This is an optimization exercise on Yosys and OpenROAD, whose aim is small area, not a production implementation. The RTL was checked by simulation tests, not by an equivalence proof against the original design. Power figures rest on the tool's default switching activity, not on a simulated workload.

== north ==
==> flow/design.v <==
package lane_buf_pkg;
  localparam int DATA_W = 32;
  localparam int APB_AW = 4;
  typedef logic [DATA_W-1:0] lane_data_t;
  localparam logic [3:0] REG_KSIZE  = 4'h0;
  localparam logic [3:0] REG_STATUS = 4'h4;
endpackage
module lane_fifo #(
  parameter int DATA_W = lane_buf_pkg::DATA_W
) (
  input  logic              clk,
  input  logic              reset,
  input  logic              push,
  input  logic              pop,
  input  logic [2:0]        in_sel,
  input  logic [DATA_W-1:0] in_a,
  input  logic [DATA_W-1:0] in_b,
  input  logic [DATA_W-1:0] in_c,
  output logic [DATA_W-1:0] out_data,
  output logic              rdy,
  output logic              vld
);
  logic [DATA_W-1:0] mem_n [4];
  logic [DATA_W-1:0] wr_data_n;
  logic [1:0] wr_ptr;
  logic [1:0] rd_ptr;
  logic [1:0] wr_inc;
  logic [1:0] rd_inc;
  logic       full;
  logic       same;
  logic [3:0] rd_sel;
  logic [3:0] wr_sel;
  assign rdy = ~full;
  assign wr_inc = {wr_ptr[1] ^ wr_ptr[0], ~wr_ptr[0]};
  assign rd_inc = {rd_ptr[1] ^ rd_ptr[0], ~rd_ptr[0]};
  assign same = (wr_ptr == rd_ptr);
  assign vld  = ~same | full;
  assign wr_data_n = ~(({DATA_W{in_sel[0]}} & in_a) |
                       ({DATA_W{in_sel[1]}} & in_b) |
                       ({DATA_W{in_sel[2]}} & in_c));
  assign wr_sel = {wr_ptr[1] & wr_ptr[0], wr_ptr[1] & ~wr_ptr[0],
                   ~wr_ptr[1] & wr_ptr[0], ~wr_ptr[1] & ~wr_ptr[0]};
  assign rd_sel = {rd_ptr[1] & rd_ptr[0], rd_ptr[1] & ~rd_ptr[0],
                   ~rd_ptr[1] & rd_ptr[0], ~rd_ptr[1] & ~rd_ptr[0]};
  assign out_data = ~(({DATA_W{rd_sel[0]}} & mem_n[0]) |
                      ({DATA_W{rd_sel[1]}} & mem_n[1]) |
                      ({DATA_W{rd_sel[2]}} & mem_n[2]) |
                      ({DATA_W{rd_sel[3]}} & mem_n[3]));
  always_ff @(posedge clk) begin
    for (int i = 0; i < 4; i++) begin
      if (push & wr_sel[i]) begin
        mem_n[i] <= wr_data_n;
      end
    end
  end
  always_ff @(posedge clk) begin
    if (reset) begin
      wr_ptr <= '0;
      rd_ptr <= '0;
      full   <= 1'b0;
    end else begin
      if (push) begin
        wr_ptr <= wr_inc;
      end
      if (pop) begin
        rd_ptr <= rd_inc;
      end
      full   <= ~pop & (full | (push & (wr_inc == rd_ptr)));
    end
  end
endmodule
module lane_router (
  input  logic             m_k3,
  input  logic             m_k5,
  input  logic             m_ch,
  input  logic [7:0]       in_vld,
  output logic [7:0]       in_rdy,
  output logic [7:0]       out_vld,
  input  logic [7:0]       out_rdy,
  output logic [7:0]       lane_push,
  output logic [7:0]       lane_pop,
  output logic [7:0][2:0]  lane_in_sel,
  input  logic [7:0]       lane_rdy,
  input  logic [7:0]       lane_vld,
  output logic [7:0]       lane_empty
);
  logic [7:0] lane_in_vld;
  logic [7:0] lane_out_rdy;
  always_comb begin
    for (int j = 0; j < 8; j++) begin
      lane_in_sel[j] = {m_ch, m_k5, m_k3};
    end
    for (int j = 0; j < 4; j++) begin
      lane_in_vld[j]  = (m_k3 & in_vld[j]) | (m_k5 & lane_vld[j+4]) | (m_ch & lane_vld[j+1]);
      lane_out_rdy[j] = (j == 0) ? out_rdy[0] : (m_ch ? lane_rdy[j-1] : out_rdy[j]);
      if (j == 3) lane_in_vld[j+4] = (m_k3 & in_vld[7]) | (m_k5 & in_vld[3]) | (m_ch & in_vld[0]);
      else        lane_in_vld[j+4] = (m_k3 & in_vld[j+4]) | (m_k5 & in_vld[j]) | (m_ch & lane_vld[j+5]);
      lane_out_rdy[j+4] = m_k3 ? out_rdy[j+4] : (m_k5 ? lane_rdy[j] : lane_rdy[j+3]);
      out_vld[j]   = lane_vld[j] & ((j == 0) | ~m_ch);
      out_vld[j+4] = lane_vld[j+4] & m_k3;
      if (j == 0) in_rdy[j] = m_k3 ? lane_rdy[0] : (m_k5 ? lane_rdy[4] : lane_rdy[7]);
      else        in_rdy[j] = m_k3 ? lane_rdy[j] : (m_k5 & lane_rdy[j+4]);
      in_rdy[j+4] = m_k3 & lane_rdy[j+4];
    end
    lane_empty = ~lane_vld;
    lane_push  = lane_in_vld & lane_rdy;
    lane_pop   = lane_vld & lane_out_rdy;
  end
endmodule
module kernel_cfg_apb #(
  parameter int NUM_LANES = 8
) (
  input  logic                            clk,
  input  logic                            reset,
  input  logic                            psel,
  input  logic                            penable,
  input  logic                            pwrite,
  input  logic [lane_buf_pkg::APB_AW-1:0] paddr,
  input  logic [31:0]                     pwdata,
  output logic [31:0]                     prdata,
  output logic                            pready,
  output logic                            pslverr,
  input  logic [NUM_LANES-1:0]            lane_empty,
  output logic                            m_k3,
  output logic                            m_k5,
  output logic                            m_ch
);
  logic access;
  logic addr_ok;
  logic all_empty;
  logic ksize_wr;
  logic is_k3;
  logic is_k5;
  assign pready = 1'b1;
  assign access    = psel & penable;
  assign all_empty = &lane_empty;
  assign addr_ok   = (paddr == lane_buf_pkg::REG_KSIZE) ||
                     (paddr == lane_buf_pkg::REG_STATUS);
  assign ksize_wr  = access & pwrite & (paddr == lane_buf_pkg::REG_KSIZE);
  assign pslverr = access & (!addr_ok | (ksize_wr & !all_empty));
  assign is_k3 = (pwdata[3:0] == 4'd3);
  assign is_k5 = (pwdata[3:0] == 4'd5);
  always_ff @(posedge clk) begin
    if (reset) begin
      m_k3 <= 1'b1;
      m_k5 <= 1'b0;
      m_ch <= 1'b0;
    end else if (ksize_wr && all_empty) begin
      m_k3 <= is_k3;
      m_k5 <= is_k5;
      m_ch <= ~is_k3 & ~is_k5;
    end
  end
  always_comb begin
    case (paddr)
      lane_buf_pkg::REG_KSIZE:  prdata = {28'd0, 1'b0, ~m_k3, ~m_k5, 1'b1};
      lane_buf_pkg::REG_STATUS: prdata = 32'(lane_empty);
      default:                  prdata = '0;
    endcase
  end
endmodule
module output_lane_bank (
  input  logic                            clk,
  input  logic                            reset,
  input  logic [7:0]                      in_vld,
  output logic [7:0]                      in_rdy,
  input  logic [7:0][31:0]                in_data,
  output logic [7:0]                      out_vld,
  input  logic [7:0]                      out_rdy,
  output logic [7:0][31:0]                out_data,
  input  logic                            psel,
  input  logic                            penable,
  input  logic                            pwrite,
  input  logic [lane_buf_pkg::APB_AW-1:0] paddr,
  input  logic [31:0]                     pwdata,
  output logic [31:0]                     prdata,
  output logic                            pready,
  output logic                            pslverr
);
  logic             m_k3;
  logic             m_k5;
  logic             m_ch;
  logic [7:0]       lane_empty;
  logic [7:0]       lane_push;
  logic [7:0]       lane_pop;
  logic [7:0][2:0]  lane_in_sel;
  logic [7:0][31:0] src_b;
  logic [7:0][31:0] src_c;
  logic [7:0]       lane_rdy;
  logic [7:0]       lane_vld;
  logic [7:0][31:0] lane_out_data;
  kernel_cfg_apb #(
    .NUM_LANES (8)
  ) u_cfg (
    .clk        (clk),
    .reset      (reset),
    .psel       (psel),
    .penable    (penable),
    .pwrite     (pwrite),
    .paddr      (paddr),
    .pwdata     (pwdata),
    .prdata     (prdata),
    .pready     (pready),
    .pslverr    (pslverr),
    .lane_empty (lane_empty),
    .m_k3       (m_k3),
    .m_k5       (m_k5),
    .m_ch       (m_ch)
  );
  lane_router u_router (
    .m_k3          (m_k3),
    .m_k5          (m_k5),
    .m_ch          (m_ch),
    .in_vld        (in_vld),
    .in_rdy        (in_rdy),
    .out_vld       (out_vld),
    .out_rdy       (out_rdy),
    .lane_push     (lane_push),
    .lane_pop      (lane_pop),
    .lane_in_sel   (lane_in_sel),
    .lane_rdy      (lane_rdy),
    .lane_vld      (lane_vld),
    .lane_empty    (lane_empty)
  );
  always_comb begin
    for (int j = 0; j < 4; j++) begin
      src_b[j]   = lane_out_data[j+4];
      src_c[j]   = lane_out_data[j+1];
      src_b[j+4] = in_data[j];
      src_c[j+4] = (j == 3) ? in_data[0] : lane_out_data[j+5];
    end
  end
  assign out_data = lane_out_data;
  for (genvar i = 0; i < 8; i++) begin : g_lane
    lane_fifo #(
      .DATA_W (32)
    ) u_fifo (
      .clk      (clk),
      .reset    (reset),
      .push     (lane_push[i]),
      .pop      (lane_pop[i]),
      .in_sel   (lane_in_sel[i]),
      .in_a     (in_data[i]),
      .in_b     (src_b[i]),
      .in_c     (src_c[i]),
      .out_data (lane_out_data[i]),
      .rdy      (lane_rdy[i]),
      .vld      (lane_vld[i])
    );
  end
endmodule
module lane_bank_top (
  input  logic         clk,
  input  logic         reset,
  input  logic [7:0]   in_vld,
  output logic [7:0]   in_rdy,
  input  logic [255:0] in_data,
  output logic [7:0]   out_vld,
  input  logic [7:0]   out_rdy,
  output logic [255:0] out_data,
  input  logic         psel,
  input  logic         penable,
  input  logic         pwrite,
  input  logic [3:0]   paddr,
  input  logic [31:0]  pwdata,
  output logic [31:0]  prdata,
  output logic         pready,
  output logic         pslverr
);
  output_lane_bank u_bank (
    .clk      (clk),
    .reset    (reset),
    .in_vld   (in_vld),
    .in_rdy   (in_rdy),
    .in_data  (in_data),
    .out_vld  (out_vld),
    .out_rdy  (out_rdy),
    .out_data (out_data),
    .psel     (psel),
    .penable  (penable),
    .pwrite   (pwrite),
    .paddr    (paddr),
    .pwdata   (pwdata),
    .prdata   (prdata),
    .pready   (pready),
    .pslverr  (pslverr)
  );
endmodule
Settings: LEC_CHECK=0, CAP_MARGIN=20, CORE_MARGIN=2, CORE_UTILIZATION=40, SLEW_MARGIN=20; clock period 5.0 ns.
standard.sh (not shown) runs the stock make flow with config.mk's settings and CLKGATE_MAP_FILE= SYNTH_SCRIPT=/design/flow/synth_recipe.tcl, a recipe that flattens the netlist after the stock synthesis.
==> flow/flow/run.sh <==
#!/bin/bash
# Standard layout with smaller port buffers and a leaner clock tree.
set -euo pipefail
export BUFFER_PORTS_ARGS="-buffer_cell sky130_fd_sc_hd__buf_1"
export CTS_ARGS="-sink_clustering_enable -repair_clock_nets -dont_use_dummy_load -buf_list sky130_fd_sc_hd__clkbuf_8 -sink_clustering_size 16 -sink_clustering_max_diameter 50"
bash standard.sh > standard_make.log 2>&1
Relative to north, the following input files were edited for south:
--- a/flow/design.v
+++ b/flow/design.v
@@ -22,27 +22,24 @@
 );
   logic [DATA_W-1:0] mem_n [4];
   logic [DATA_W-1:0] wr_data_n;
   logic [1:0] wr_ptr;
-  logic [1:0] rd_ptr;
   logic [1:0] wr_inc;
-  logic [1:0] rd_inc;
+  logic [3:0] wr_sel;
+  logic [3:0] wr_sel_inc;
+  logic [3:0] rd_sel;
   logic       full;
   logic       same;
-  logic [3:0] rd_sel;
-  logic [3:0] wr_sel;
+  assign wr_inc = {wr_ptr[0], ~wr_ptr[1]};
+  assign wr_sel = {wr_ptr[1] & ~wr_ptr[0], wr_ptr[1] & wr_ptr[0],
+                   ~wr_ptr[1] & wr_ptr[0], ~wr_ptr[1] & ~wr_ptr[0]};
+  assign wr_sel_inc = {wr_sel[2:0], wr_sel[3]};
   assign rdy = ~full;
-  assign wr_inc = {wr_ptr[1] ^ wr_ptr[0], ~wr_ptr[0]};
-  assign rd_inc = {rd_ptr[1] ^ rd_ptr[0], ~rd_ptr[0]};
-  assign same = (wr_ptr == rd_ptr);
+  assign same = |(wr_sel & rd_sel);
   assign vld  = ~same | full;
   assign wr_data_n = ~(({DATA_W{in_sel[0]}} & in_a) |
                        ({DATA_W{in_sel[1]}} & in_b) |
                        ({DATA_W{in_sel[2]}} & in_c));
-  assign wr_sel = {wr_ptr[1] & wr_ptr[0], wr_ptr[1] & ~wr_ptr[0],
-                   ~wr_ptr[1] & wr_ptr[0], ~wr_ptr[1] & ~wr_ptr[0]};
-  assign rd_sel = {rd_ptr[1] & rd_ptr[0], rd_ptr[1] & ~rd_ptr[0],
-                   ~rd_ptr[1] & rd_ptr[0], ~rd_ptr[1] & ~rd_ptr[0]};
   assign out_data = ~(({DATA_W{rd_sel[0]}} & mem_n[0]) |
                       ({DATA_W{rd_sel[1]}} & mem_n[1]) |
                       ({DATA_W{rd_sel[2]}} & mem_n[2]) |
                       ({DATA_W{rd_sel[3]}} & mem_n[3]));
@@ -55,18 +52,18 @@
   end
   always_ff @(posedge clk) begin
     if (reset) begin
       wr_ptr <= '0;
-      rd_ptr <= '0;
+      rd_sel <= 4'b0001;
       full   <= 1'b0;
     end else begin
       if (push) begin
         wr_ptr <= wr_inc;
       end
       if (pop) begin
-        rd_ptr <= rd_inc;
+        rd_sel <= {rd_sel[2:0], rd_sel[3]};
       end
-      full   <= ~pop & (full | (push & (wr_inc == rd_ptr)));
+      full   <= ~pop & (full | (push & (|(wr_sel_inc & rd_sel))));
     end
   end
 endmodule
 module lane_router (
## What came out
The layout buffer count excluding clock buffers in south sits about 8% below the value recorded for north.
Sort north and south by global-route wire length before repair asc -> top: south
In the reports for north and south, the larger final antenna diode count belongs to south.
Via count delta for south relative to north: about 3.2% lower
Area: south vs north -> south smaller
From north to south the numbers moved as follows: mapped cell area has remained practically unchanged, count of final setup violators has remained practically unchanged, count of mapped cells out of synthesis has increased.


Setup of before:
lane_bank_top with an RTL version that a note above also has.
Size in the first run: about 2500 cells after synthesis, roughly 1100 flip-flops, about 42000 um^2 of cells after synthesis.
// lane_bank_top
module lane_bank_top (
  input  logic         clk,
  input  logic         reset,
  input  logic [7:0]   in_vld,
  output logic [7:0]   in_rdy,
  input  logic [255:0] in_data,
  output logic [7:0]   out_vld,
  input  logic [7:0]   out_rdy,
  output logic [255:0] out_data,
  input  logic         psel,
  input  logic         penable,
  input  logic         pwrite,
  input  logic [3:0]   paddr,
  input  logic [31:0]  pwdata,
  output logic [31:0]  prdata,
  output logic         pready,
  output logic         pslverr
);
==> module lane_fifo, before the edit <==
module lane_fifo #(
  parameter int DATA_W = lane_buf_pkg::DATA_W
) (
  input  logic              clk,
  input  logic              reset,
  input  logic              push,
  input  logic              pop,
  input  logic [2:0]        in_sel,
  input  logic [DATA_W-1:0] in_a,
  input  logic [DATA_W-1:0] in_b,
  input  logic [DATA_W-1:0] in_c,
  output logic [DATA_W-1:0] out_data,
  output logic              rdy,
  output logic              vld
);
  logic [DATA_W-1:0] mem_n [4];
  logic [DATA_W-1:0] wr_data_n;
  logic [1:0] wr_ptr;
  logic [1:0] wr_inc;
  logic [3:0] wr_sel;
  logic [3:0] wr_sel_inc;
  logic [3:0] rd_sel;
  logic       full;
  logic       same;
  assign wr_inc = {wr_ptr[0], ~wr_ptr[1]};
  assign wr_sel = {wr_ptr[1] & ~wr_ptr[0], wr_ptr[1] & wr_ptr[0],
                   ~wr_ptr[1] & wr_ptr[0], ~wr_ptr[1] & ~wr_ptr[0]};
  assign wr_sel_inc = {wr_sel[2:0], wr_sel[3]};
  assign rdy = ~full;
  assign same = |(wr_sel & rd_sel);
  assign vld  = ~same | full;
  assign wr_data_n = ~(({DATA_W{in_sel[0]}} & in_a) |
                       ({DATA_W{in_sel[1]}} & in_b) |
                       ({DATA_W{in_sel[2]}} & in_c));
  assign out_data = ~(({DATA_W{rd_sel[0]}} & mem_n[0]) |
                      ({DATA_W{rd_sel[1]}} & mem_n[1]) |
                      ({DATA_W{rd_sel[2]}} & mem_n[2]) |
                      ({DATA_W{rd_sel[3]}} & mem_n[3]));
  always_ff @(posedge clk) begin
    for (int i = 0; i < 4; i++) begin
      if (push & wr_sel[i]) begin
        mem_n[i] <= wr_data_n;
      end
    end
  end
  always_ff @(posedge clk) begin
    if (reset) begin
      wr_ptr <= '0;
      rd_sel <= 4'b0001;
      full   <= 1'b0;
    end else begin
      if (push) begin
        wr_ptr <= wr_inc;
      end
      if (pop) begin
        rd_sel <= {rd_sel[2:0], rd_sel[3]};
      end
      full   <= ~pop & (full | (push & (|(wr_sel_inc & rd_sel))));
    end
  end
endmodule
Settings: LEC_CHECK=0, CAP_MARGIN=20, CORE_MARGIN=2, CORE_UTILIZATION=60, SLEW_MARGIN=20; clock period 5.0 ns.
==> flow/flow/run.sh <==
#!/bin/bash
# Standard layout with smaller port buffers and a leaner clock tree.
set -euo pipefail
export BUFFER_PORTS_ARGS="-buffer_cell sky130_fd_sc_hd__buf_1"
export CTS_ARGS="-sink_clustering_enable -repair_clock_nets -dont_use_dummy_load -buf_list sky130_fd_sc_hd__clkbuf_4 -sink_clustering_size 10 -sink_clustering_max_diameter 40"
bash standard.sh > standard_make.log 2>&1
Input-level comparison between after and before:
--- a/flow/design.v
+++ b/flow/design.v
@@ -20,51 +20,40 @@
   output logic              rdy,
   output logic              vld
 );
   logic [DATA_W-1:0] mem_n [4];
   logic [DATA_W-1:0] wr_data_n;
-  logic [1:0] wr_ptr;
-  logic [1:0] wr_inc;
-  logic [3:0] wr_sel;
-  logic [3:0] wr_sel_inc;
   logic [3:0] rd_sel;
-  logic       full;
-  logic       same;
-  assign wr_inc = {wr_ptr[0], ~wr_ptr[1]};
-  assign wr_sel = {wr_ptr[1] & ~wr_ptr[0], wr_ptr[1] & wr_ptr[0],
-                   ~wr_ptr[1] & wr_ptr[0], ~wr_ptr[1] & ~wr_ptr[0]};
-  assign wr_sel_inc = {wr_sel[2:0], wr_sel[3]};
-  assign rdy = ~full;
-  assign same = |(wr_sel & rd_sel);
-  assign vld  = ~same | full;
+  logic       nempty;
+  assign vld = nempty;
+  assign rdy = ~(nempty & rd_sel[3]);
   assign wr_data_n = ~(({DATA_W{in_sel[0]}} & in_a) |
                        ({DATA_W{in_sel[1]}} & in_b) |
                        ({DATA_W{in_sel[2]}} & in_c));
   assign out_data = ~(({DATA_W{rd_sel[0]}} & mem_n[0]) |
                       ({DATA_W{rd_sel[1]}} & mem_n[1]) |
                       ({DATA_W{rd_sel[2]}} & mem_n[2]) |
                       ({DATA_W{rd_sel[3]}} & mem_n[3]));
   always_ff @(posedge clk) begin
-    for (int i = 0; i < 4; i++) begin
-      if (push & wr_sel[i]) begin
-        mem_n[i] <= wr_data_n;
-      end
+    if (push) begin
+      mem_n[0] <= wr_data_n;
+      mem_n[1] <= mem_n[0];
+      mem_n[2] <= mem_n[1];
+      mem_n[3] <= mem_n[2];
     end
   end
   always_ff @(posedge clk) begin
     if (reset) begin
-      wr_ptr <= '0;
       rd_sel <= 4'b0001;
-      full   <= 1'b0;
+      nempty <= 1'b0;
     end else begin
-      if (push) begin
-        wr_ptr <= wr_inc;
+      if (push && !pop && nempty) begin
+        rd_sel <= {rd_sel[2:0], 1'b0};
+      end else if (pop && !push && !rd_sel[0]) begin
+        rd_sel <= {1'b0, rd_sel[3:1]};
       end
-      if (pop) begin
-        rd_sel <= {rd_sel[2:0], rd_sel[3]};
-      end
-      full   <= ~pop & (full | (push & (|(wr_sel_inc & rd_sel))));
+      nempty <= push | (nempty & ~(pop & rd_sel[0]));
     end
   end
 endmodule
 module lane_router (
   input  logic             m_k3,
Notes after the runs:
- after reports a higher portion of total power attributed to sequential cells than before does.
- The start point of the critical path comes out u_bank.g_lane[5].u_fifo.rd_sel[0]$_SDFFE_PP1P_ in one run and u_bank.g_lane[5].u_fifo.rd_sel[3]$_SDFFE_PP0P_ in the other, namely in before and after respectively.
- Against before, final non-filler cell area in after came out better.
- after — register cell area after layout 1.0% lower, before as reference
- after ended up with a higher clock share of power than before did.
- Critical path endpoint: pslverr -> before, out_data[161] -> after
- Post-route worst setup slack was higher in after than in before.

## static timing again, ports no longer ideal
In the flow no input, the clock included, has a driving cell. The finished layouts below were timed again as built, in two steps. Step 1: set_driving_cell puts a clkbuf_16 on clk and a buf_2 on each other input, an assumption about the parent block. Step 2, shift: input delay + t, output delay - t, t = (earliest + latest rising clock arrival at the registers) / 2. This alone moves slack from input paths to output paths. a / b / c = ideal / step 1 / step 2; a / b = the first two.
| run | shift t [ns] | slack for setup (ns) | worst slew at a driven data input, ns |
|---|---|---|---|
| north | 0.796 | 0.490 / 0.417 / 1.213 | 0.15 |
| south | 0.802 | 0.805 / 0.739 / 1.541 | 0.14 |
| before | 1.035 | 0.460 / 0.394 / 1.429 | 0.12 |
| after | 1.030 | 0.696 / 0.633 / 1.663 | 0.12 |
After both steps setup and hold are still met in every run listed.
